Background: an optimization exercise with open tools, aiming at small area and a short achievable clock period. Do not read the settings as production practice.
The RTL was checked by simulation tests, not by an equivalence proof against the original design.
Power figures rest on the tool's default switching activity, not on a simulated workload.

**flow/design.v**
```verilog
package dmconv_pkg;
    localparam int unsigned LANES = 9;
    localparam int unsigned MANT_W   = 52;
    localparam int unsigned EXP_W    = 11;
    localparam int unsigned SIG_W    = MANT_W + 1;
    localparam int unsigned WORD_W   = 64;
    localparam int unsigned INT_W    = 31;
    localparam int unsigned FRAC_W   = 32;
    localparam int unsigned PROD_W   = SIG_W + FRAC_W;
    localparam int unsigned SHIFT_W  = 7;
    localparam logic [EXP_W-1:0] EXP_ALL_ONES = 11'h7FF;
    localparam logic [EXP_W-1:0] EXP_ONE      = 11'd1023;
    localparam logic [EXP_W-1:0] EXP_FRAC_MIN = 11'd990;
    localparam logic [EXP_W-1:0] EXP_SAT      = 11'd1054;
    localparam logic [EXP_W-1:0] EXP_SHIFT0   = 11'd1075;
    localparam logic [WORD_W-2:0] MAG_SAT = {(WORD_W-1){1'b1}};
    typedef enum logic [1:0] {
        KIND_NORMAL,
        KIND_ZERO_FRAC,
        KIND_SAT,
        KIND_NAN
    } kind_t;
    typedef struct packed {
        logic [WORD_W-1:0] word;
        logic              ovf;
    } lane_res_t;
endpackage
module dmconv_lane
(
    input  logic                          clk,
    input  logic [dmconv_pkg::WORD_W-1:0] elem,
    output logic [dmconv_pkg::WORD_W:0]   res
);
    localparam int unsigned WORD_W  = dmconv_pkg::WORD_W;
    localparam int unsigned EXP_W   = dmconv_pkg::EXP_W;
    localparam int unsigned MANT_W  = dmconv_pkg::MANT_W;
    localparam int unsigned SIG_W   = dmconv_pkg::SIG_W;
    localparam int unsigned INT_W   = dmconv_pkg::INT_W;
    localparam int unsigned FRAC_W  = dmconv_pkg::FRAC_W;
    localparam int unsigned PROD_W  = dmconv_pkg::PROD_W;
    localparam int unsigned SHIFT_W = dmconv_pkg::SHIFT_W;
    localparam logic [EXP_W-1:0]  EXP_ALL_ONES = dmconv_pkg::EXP_ALL_ONES;
    localparam logic [EXP_W-1:0]  EXP_ONE      = dmconv_pkg::EXP_ONE;
    localparam logic [EXP_W-1:0]  EXP_FRAC_MIN = dmconv_pkg::EXP_FRAC_MIN;
    localparam logic [EXP_W-1:0]  EXP_SAT      = dmconv_pkg::EXP_SAT;
    localparam logic [EXP_W-1:0]  EXP_SHIFT0   = dmconv_pkg::EXP_SHIFT0;
    localparam logic [WORD_W-2:0] MAG_SAT      = dmconv_pkg::MAG_SAT;
    localparam logic [1:0] KIND_NORMAL    = 2'd0;
    localparam logic [1:0] KIND_ZERO_FRAC = 2'd1;
    localparam logic [1:0] KIND_SAT       = 2'd2;
    localparam logic [1:0] KIND_NAN       = 2'd3;
    logic [EXP_W-1:0]   expo;
    logic [SIG_W-1:0]   sig;
    logic [SIG_W-1:0]   fbits;
    logic [SHIFT_W-1:0] sh;
    logic               sign;
    logic [1:0]         kind;
    logic               sign1_reg;
    logic [1:0]         kind1_reg;
    logic [INT_W-1:0]   int1_reg;
    logic [PROD_W-1:0]  q1_reg;
    logic [SHIFT_W-1:0] sh1_reg;
    assign expo  = elem[WORD_W-2 -: EXP_W];
    assign sig   = {1'b1, elem[MANT_W-1:0]};
    assign sign  = elem[WORD_W-1] & (elem[WORD_W-2:0] != '0);
    assign sh    = SHIFT_W'(EXP_SHIFT0 - expo);
    assign fbits = sig & ~({SIG_W{1'b1}} << sh);
    always_comb
    begin
        if (expo == EXP_ALL_ONES)
        begin
            kind = (elem[MANT_W-1:0] != '0) ? KIND_NAN : KIND_SAT;
        end
        else if (expo >= EXP_SAT)
        begin
            kind = KIND_SAT;
        end
        else if (expo < EXP_FRAC_MIN)
        begin
            kind = KIND_ZERO_FRAC;
        end
        else
        begin
            kind = KIND_NORMAL;
        end
    end
    always_ff @(posedge clk)
    begin
        sign1_reg <= sign;
        kind1_reg <= kind;
        sh1_reg   <= sh;
        int1_reg  <= (expo >= EXP_ONE) ? INT_W'(sig >> sh) : '0;
        q1_reg    <= (PROD_W'(fbits) << FRAC_W) - PROD_W'(fbits);
    end
    logic [PROD_W-1:0]  nq;
    logic [SHIFT_W-1:0] lsh;
    logic               sign2_reg;
    logic [1:0]         kind2_reg;
    logic [INT_W-1:0]   int2_reg;
    logic [FRAC_W-1:0]  pfl2_reg;
    logic [PROD_W-1:0]  dist2_reg;
    assign nq  = ~q1_reg + PROD_W'(1);
    assign lsh = SHIFT_W'(PROD_W) - sh1_reg;
    always_ff @(posedge clk)
    begin
        sign2_reg <= sign1_reg;
        kind2_reg <= kind1_reg;
        int2_reg  <= int1_reg;
        pfl2_reg  <= FRAC_W'(q1_reg >> sh1_reg);
        dist2_reg <= nq << lsh;
    end
    logic [FRAC_W-1:0] pref;
    logic [FRAC_W-1:0] top_bit;
    logic [PROD_W-1:0] thr;
    logic              up;
    logic [FRAC_W-1:0] frac;
    always_comb
    begin
        pref = pfl2_reg;
        pref = pref | (pref >> 1);
        pref = pref | (pref >> 2);
        pref = pref | (pref >> 4);
        pref = pref | (pref >> 8);
        pref = pref | (pref >> 16);
    end
    assign top_bit = pref & ~(pref >> 1);
    assign thr     = (pfl2_reg == '0) ? (PROD_W'(1) << (FRAC_W - 1))
                                      : (PROD_W'(top_bit) << FRAC_W);
    assign up      = (dist2_reg != '0) && (dist2_reg <= thr);
    assign frac    = pfl2_reg + FRAC_W'(up);
    always_ff @(posedge clk)
    begin
        case (kind2_reg)
            KIND_NAN:
            begin
                res[WORD_W:1] <= '0;
                res[0]   <= 1'b1;
            end
            KIND_SAT:
            begin
                res[WORD_W:1] <= {sign2_reg, MAG_SAT};
                res[0]   <= 1'b1;
            end
            KIND_ZERO_FRAC:
            begin
                res[WORD_W:1] <= {sign2_reg, {(WORD_W-1){1'b0}}};
                res[0]   <= 1'b0;
            end
            default:
            begin
                res[WORD_W:1] <= {sign2_reg, int2_reg, frac};
                res[0]   <= 1'b0;
            end
        endcase
    end
endmodule
module dmconv_merge
(
    input  logic                                                clk,
    input  logic                                                rst_n,
    input  logic                                                valid,
    input  logic [dmconv_pkg::LANES*(dmconv_pkg::WORD_W+1)-1:0] lane_res,
    output logic [dmconv_pkg::LANES*dmconv_pkg::WORD_W-1:0]     words,
    output logic [dmconv_pkg::LANES-1:0]                        mask,
    output logic                                                done
);
    localparam int unsigned LANES  = dmconv_pkg::LANES;
    localparam int unsigned WORD_W = dmconv_pkg::WORD_W;
    logic [LANES*WORD_W-1:0] words_reg;
    logic [LANES-1:0]  mask_reg;
    logic              done_reg;
    always_ff @(posedge clk)
    begin
        for (int k = 0; k < LANES; k++)
        begin
            words_reg[k*WORD_W +: WORD_W] <= lane_res[k*(WORD_W+1)+1 +: WORD_W];
            mask_reg[k]                   <= lane_res[k*(WORD_W+1)];
        end
    end
    always_ff @(posedge clk or negedge rst_n)
    begin
        if (!rst_n)
        begin
            done_reg <= 1'b0;
        end
        else
        begin
            done_reg <= valid;
        end
    end
    assign words = words_reg;
    assign mask  = mask_reg;
    assign done  = done_reg;
endmodule
module double_matrix_to_s31_32_converter_unit
(
    input  logic              clk,
    input  logic              rst_n,
    input  logic              start,
    output logic              busy,
    input  logic [dmconv_pkg::WORD_W-1:0] elem_r0c0,
    input  logic [dmconv_pkg::WORD_W-1:0] elem_r0c1,
    input  logic [dmconv_pkg::WORD_W-1:0] elem_r0c2,
    input  logic [dmconv_pkg::WORD_W-1:0] elem_r1c0,
    input  logic [dmconv_pkg::WORD_W-1:0] elem_r1c1,
    input  logic [dmconv_pkg::WORD_W-1:0] elem_r1c2,
    input  logic [dmconv_pkg::WORD_W-1:0] elem_r2c0,
    input  logic [dmconv_pkg::WORD_W-1:0] elem_r2c1,
    input  logic [dmconv_pkg::WORD_W-1:0] elem_r2c2,
    output logic              done,
    output logic [dmconv_pkg::WORD_W-1:0] fix_r0c0,
    output logic [dmconv_pkg::WORD_W-1:0] fix_r0c1,
    output logic [dmconv_pkg::WORD_W-1:0] fix_r0c2,
    output logic [dmconv_pkg::WORD_W-1:0] fix_r1c0,
    output logic [dmconv_pkg::WORD_W-1:0] fix_r1c1,
    output logic [dmconv_pkg::WORD_W-1:0] fix_r1c2,
    output logic [dmconv_pkg::WORD_W-1:0] fix_r2c0,
    output logic [dmconv_pkg::WORD_W-1:0] fix_r2c1,
    output logic [dmconv_pkg::WORD_W-1:0] fix_r2c2,
    output logic [dmconv_pkg::LANES-1:0] overflow_mask
);
    localparam int unsigned LANES  = dmconv_pkg::LANES;
    localparam int unsigned WORD_W = dmconv_pkg::WORD_W;
    logic [WORD_W-1:0]         elems [LANES];
    logic [LANES*WORD_W-1:0]   words;
    logic [LANES*(WORD_W+1)-1:0] lane_res;
    logic [2:0]             valid_reg;
    logic [2:0]             valid_next;
    assign busy = 1'b0;
    assign elems[0] = elem_r0c0;
    assign elems[1] = elem_r0c1;
    assign elems[2] = elem_r0c2;
    assign elems[3] = elem_r1c0;
    assign elems[4] = elem_r1c1;
    assign elems[5] = elem_r1c2;
    assign elems[6] = elem_r2c0;
    assign elems[7] = elem_r2c1;
    assign elems[8] = elem_r2c2;
    for (genvar k = 0; k < LANES; k++)
    begin : g_lane
        dmconv_lane u_lane (
            .clk  (clk),
            .elem (elems[k]),
            .res  (lane_res[k*(WORD_W+1) +: WORD_W+1])
        );
    end
    assign valid_next = {valid_reg[1:0], start & ~busy};
    always_ff @(posedge clk or negedge rst_n)
    begin
        if (!rst_n)
        begin
            valid_reg <= '0;
        end
        else
        begin
            valid_reg <= valid_next;
        end
    end
    dmconv_merge u_merge (
        .clk      (clk),
        .rst_n    (rst_n),
        .valid    (valid_reg[2]),
        .lane_res (lane_res),
        .words    (words),
        .mask     (overflow_mask),
        .done     (done)
    );
    assign fix_r0c0 = words[0*WORD_W +: WORD_W];
    assign fix_r0c1 = words[1*WORD_W +: WORD_W];
    assign fix_r0c2 = words[2*WORD_W +: WORD_W];
    assign fix_r1c0 = words[3*WORD_W +: WORD_W];
    assign fix_r1c1 = words[4*WORD_W +: WORD_W];
    assign fix_r1c2 = words[5*WORD_W +: WORD_W];
    assign fix_r2c0 = words[6*WORD_W +: WORD_W];
    assign fix_r2c1 = words[7*WORD_W +: WORD_W];
    assign fix_r2c2 = words[8*WORD_W +: WORD_W];
endmodule
```
**flow/run.sh**
```bash
#!/bin/bash
# synth_recipe.tcl (not shown) runs the flow's synth.tcl, then flattens the netlist and writes it again
# the make line also repeats each setting of config.mk as NAME=value (left out here)
make -C /OpenROAD-flow-scripts/flow DESIGN_CONFIG=/design/flow/config.mk WORK_HOME=/design/flow/orfs CLKGATE_MAP_FILE= SYNTH_SCRIPT=/design/flow/synth_recipe.tcl finish
```
**flow/config.mk**
```make
export PLATFORM = sky130hd
export DESIGN_NAME = double_matrix_to_s31_32_converter_unit
export DESIGN_NICKNAME = double_matrix_to_s31_32_converter_unit
export VERILOG_FILES = /design/flow/design.v
export SDC_FILE = /design/flow/constraint.sdc
export NUM_CORES = 4
export LEC_CHECK = 0
export CAP_MARGIN = 20
export CORE_MARGIN = 2
export CORE_UTILIZATION = 25
export PLACE_DENSITY = 0.35
export SLEW_MARGIN = 20
```
**flow/constraint.sdc**
```tcl
create_clock -name core_clock -period 10.0 [get_ports {clk}]
set_input_delay 2.0000 -clock core_clock [delete_from_list [all_inputs] [get_ports {clk}]]
set_output_delay 2.0000 -clock core_clock [all_outputs]
set_load 0.01 [all_outputs]
```
==> flow_metrics.tcl <==
set metrics [dict create \
    fin_skew_ns 0.1442 \
    tns_ns 0 \
    hpwl_um 1118000 \
    clockRootBuffer "clkbuf_16" \
    grt_use_met3 0.02858 \
    finalSetupViolations 0 \
    end_kind "register" \
    synth_most_common_cell "nor2_1" \
    crit_path_max_fanout 6 \
    drc 0 \
    critPathKind "register to register" \
    synth_area_leaders "dfxtp_1 (27%), mux4_2 (7.2%), mux2i_1 (7.1%), nor2_1 (6.4%), nand2_1 (5.9%)" \
    io-pin-count 1166 \
    cts_htree_levels 5 \
    pwr_density_cell_mw_per_mm2 201.1 \
    swShare 0.4276 \
    synth_common_cells "nor2_1 (4627), nand2_1 (4254), dfxtp_1 (3663)" \
    tightestPinTransition_ns 1.279 \
    synth.distinct_cells 107 \
    grt_usage 0.2440 \
    yosys_warnings 5 \
    synth_mux_area_frac 0.1737 \
    viasPerCell 5.543 \
    antenna_found_initial 114 \
    netlist.top_cell.by_area "dfxtp_1" \
    synth_xor_area_frac 0.05189 \
    setup_ws_ns 0.9861 \
    met2_usage 0.3853 \
    ys_seq_area_frac 0.2704 \
    finalHoldViolCount 0 \
    cts_tree "done" \
    crit_top_cell "o21a_1" \
    pwr-share-clk 0.271 \
    syn_nets 36182 \
    ant_nets 0 \
    drt-pass1-iter-count 7 \
    die_h_um 1046 \
    die-area_mm2 1.095 \
    grt-busiest-layer "met2" \
    switchingPower_w 0.02679 \
    grt_max_degree 176 \
    die_w_um 1046 \
    pre_cts_ws_ns 0.7863 \
    drive_above_1_share 0.09935 \
    arrival_ns 9.90 \
    netlist_instances 35026 \
    hold_buffers 0 \
    drt_iter0_markers 28518 \
    finalCritPeriodShare 0.9014 \
    hp-class "register to register" \
    clock_latency_ns 1.18 \
    p_leak_nw 116.0 \
    worst_setup_path_start_kind "register" \
    ys_ff_latch 3667 \
    hold_slack_ns 0.2465 \
    io_buffers 1164 \
    path_clk_slew_ns 0.06 \
    p_int_w 0.03586 \
    synth-edff-count 0 \
    core_area_mm2 1.083 \
    synth_flop_cell "dfxtp_1" \
    synth_fa_ha_area_frac 0.02658 \
    power_frac_comb 0.403 \
    initial_utilization 0.2509 \
    maxSlewHeadroom 0.1441 \
    synth_top_family_by_area "simple AND/OR/NAND/NOR gates" \
    synth_top_area_share 0.2700 \
    cts_buffers 442 \
    grt_pass1_vias 261544 \
    async_reset_ff_frac 0.001091 \
    globalplace.congestion 0.9303 \
    cts_buffer_depth 5 \
    ir_worst_vdd_mv 0.1687 \
    drv_cap 0 \
    cts_sinks 3667 \
    p_seq_frac 0.326 \
    critPathMaxStageDelay_ns 0.60 \
    use_met1 0.3467 \
    final_core_util 0.2878 \
    area_growth_pct 14.71 \
    fin_crit_ns 9.014 \
    drv_slew 0 \
    gr-total-overflow 0 \
    synth_area_mm2 0.2716 \
    worst_ep_required_time_ns 10.89 \
    final_nets 35579 \
    grt_pass1_wl_um 1991000 \
    yosys.area_share.simple 0.2348 \
    drt_wl_total_um 1407000 \
    status "no timing/DRC/antenna violations" \
    wl_per_cell_um 28.56 \
    max_freq_mhz 110.9 \
    fp-row-count 382 \
    synth_compound_area_frac 0.1963 \
    vias 273107 \
    grt_setup_unrepaired "false" \
    postSynthAreaPerCell_um2 7.753 \
    cpMaxStageDelayCell "or4_1" \
]
## stage by stage
step | cell area [um2] | instances | total power (W)
4_1_cts | 311300 | 49182 | 0.06283
6_report | 311500 | 49273 | 0.06265
3_5_place_dp | 296000 | 48376 | 0.04544
3_3_place_gp | 295900 | 48373 | 0.04557
2_1_floorplan | 271600 | 35026 | 0.03461
5_1_grt | 311400 | 49228 | 0.06570
## cell usage in the layout (no fill, tap or decap), drive strengths merged, types with 583 or more instances in the layout
cell type,n
inv,603
a21oi,2261
nor4,682
clkbuf,583
mux2,760
clkdlybuf4s50,1137
mux2i,1915
o21ai,2269
nor2,4627
dfxtp,3663
nor3,930
xnor2,1028
nand2,4254
mux4,864
nand3,750
## critical path: cells and delay by family, from the launching register on
kind                     cells  cell delay (ns)
AO/OA/AOI/OAI               11             1.79
adder cells (fa/ha/maj)      2             0.53
buffers and inverters        1             0.17
AND/OR/NAND/NOR             23             5.83
flip-flops                   1             0.36
XOR/XNOR                     1             0.15
## cell type report
| cell class | instances | area (um2) |
|---|---|---|
| multi-input combinational | 28030 | 186600 |
| clock inverter | 225 | 2975 |
| tap | 14400 | 18020 |
| sequential | 3667 | 73580 |
| inverter | 581 | 2201 |
| timing repair buffer | 1701 | 15630 |
| clock buffer | 581 | 12330 |
| antenna | 88 | 220.2 |
| fill | 117383 | 771000 |
## power groups by stage
stage,Sequential [W],Clock [W],Combinational [W]
after global placement,0.0207,0,0.0249
after global routing,0.0206,0.0181,0.0270
final,0.0204,0.0170,0.0253
after floorplan,0.0185,0,0.0161
after CTS,0.0204,0.0176,0.0249
after detailed placement,0.0207,0,0.0248
## timing repair
item,in CTS,in global routing
endpoints found under the setup margin,0,4
setup buffers,0,0
gates resized for setup,0,2
## final timing paths
path / startpoint / endpoint / slack (ns) / cells after the start
setup / recovery: g_lane[0].u_lane.pfl2_reg[28] / g_lane[0].u_lane.res[32] / 0.99 / 38
hold / removal: g_lane[7].u_lane.res[10] / u_merge.words_reg[457] / 0.25 / 0
setup reg to reg: g_lane[0].u_lane.pfl2_reg[28] / g_lane[0].u_lane.res[32] / 0.99 / 38
hold reg to reg: g_lane[7].u_lane.res[10] / u_merge.words_reg[457] / 0.25 / 0
max in group asynchronous: rst_n / valid_reg[0] / 8.70 / 1
min in group asynchronous: rst_n / valid_reg[1] / 1.14 / 1
## routing by layer
layer	part of all wire	wire length [um]
met5	0.00015	209
met4	0.035	48730
met3	0.057	80380
met2	0.44	625100
met1	0.46	652800
## cell families after synthesis
| logic type | after synthesis |
|---|---|
| other cells | 1 |
| simple gates | 13856 |
| buf+inv | 3329 |
| xor+xnor | 1609 |
| mux | 3539 |
| compound gates | 8448 |
| flops | 3667 |
| fa+ha+maj | 577 |

## static timing again, ports no longer ideal
The results above use ideal ports. As a check the final layout listed here was re-extracted and re-timed, cells and wires unchanged. Step 1 (the two cells are an assumption about what drives the block):
set clk [get_ports {clk}]
set_driving_cell -lib_cell sky130_fd_sc_hd__clkbuf_16 $clk
set_driving_cell -lib_cell sky130_fd_sc_hd__buf_2 [delete_from_list [all_inputs] $clk]
Step 2 moves the port delays by t, midway between the first and last clock arrival at a register: inputs arrive t later, outputs are due t later. That takes back most of the time a late clock gives input paths. Three values: ideal ports, drivers, drivers and shift; two values: the first two.
t (ns): 1.245
slack for setup (ns): 0.986 / 0.986 / 0.862
latest minus earliest clock arrival (ns): 0.171 / 0.171
worst register clock-pin slew, ns: 0.08 / 0.08
After both steps setup and hold are still met in this run. The setup slack of this run moves by 0.000 ns with the drivers and by -0.124 ns with both steps.
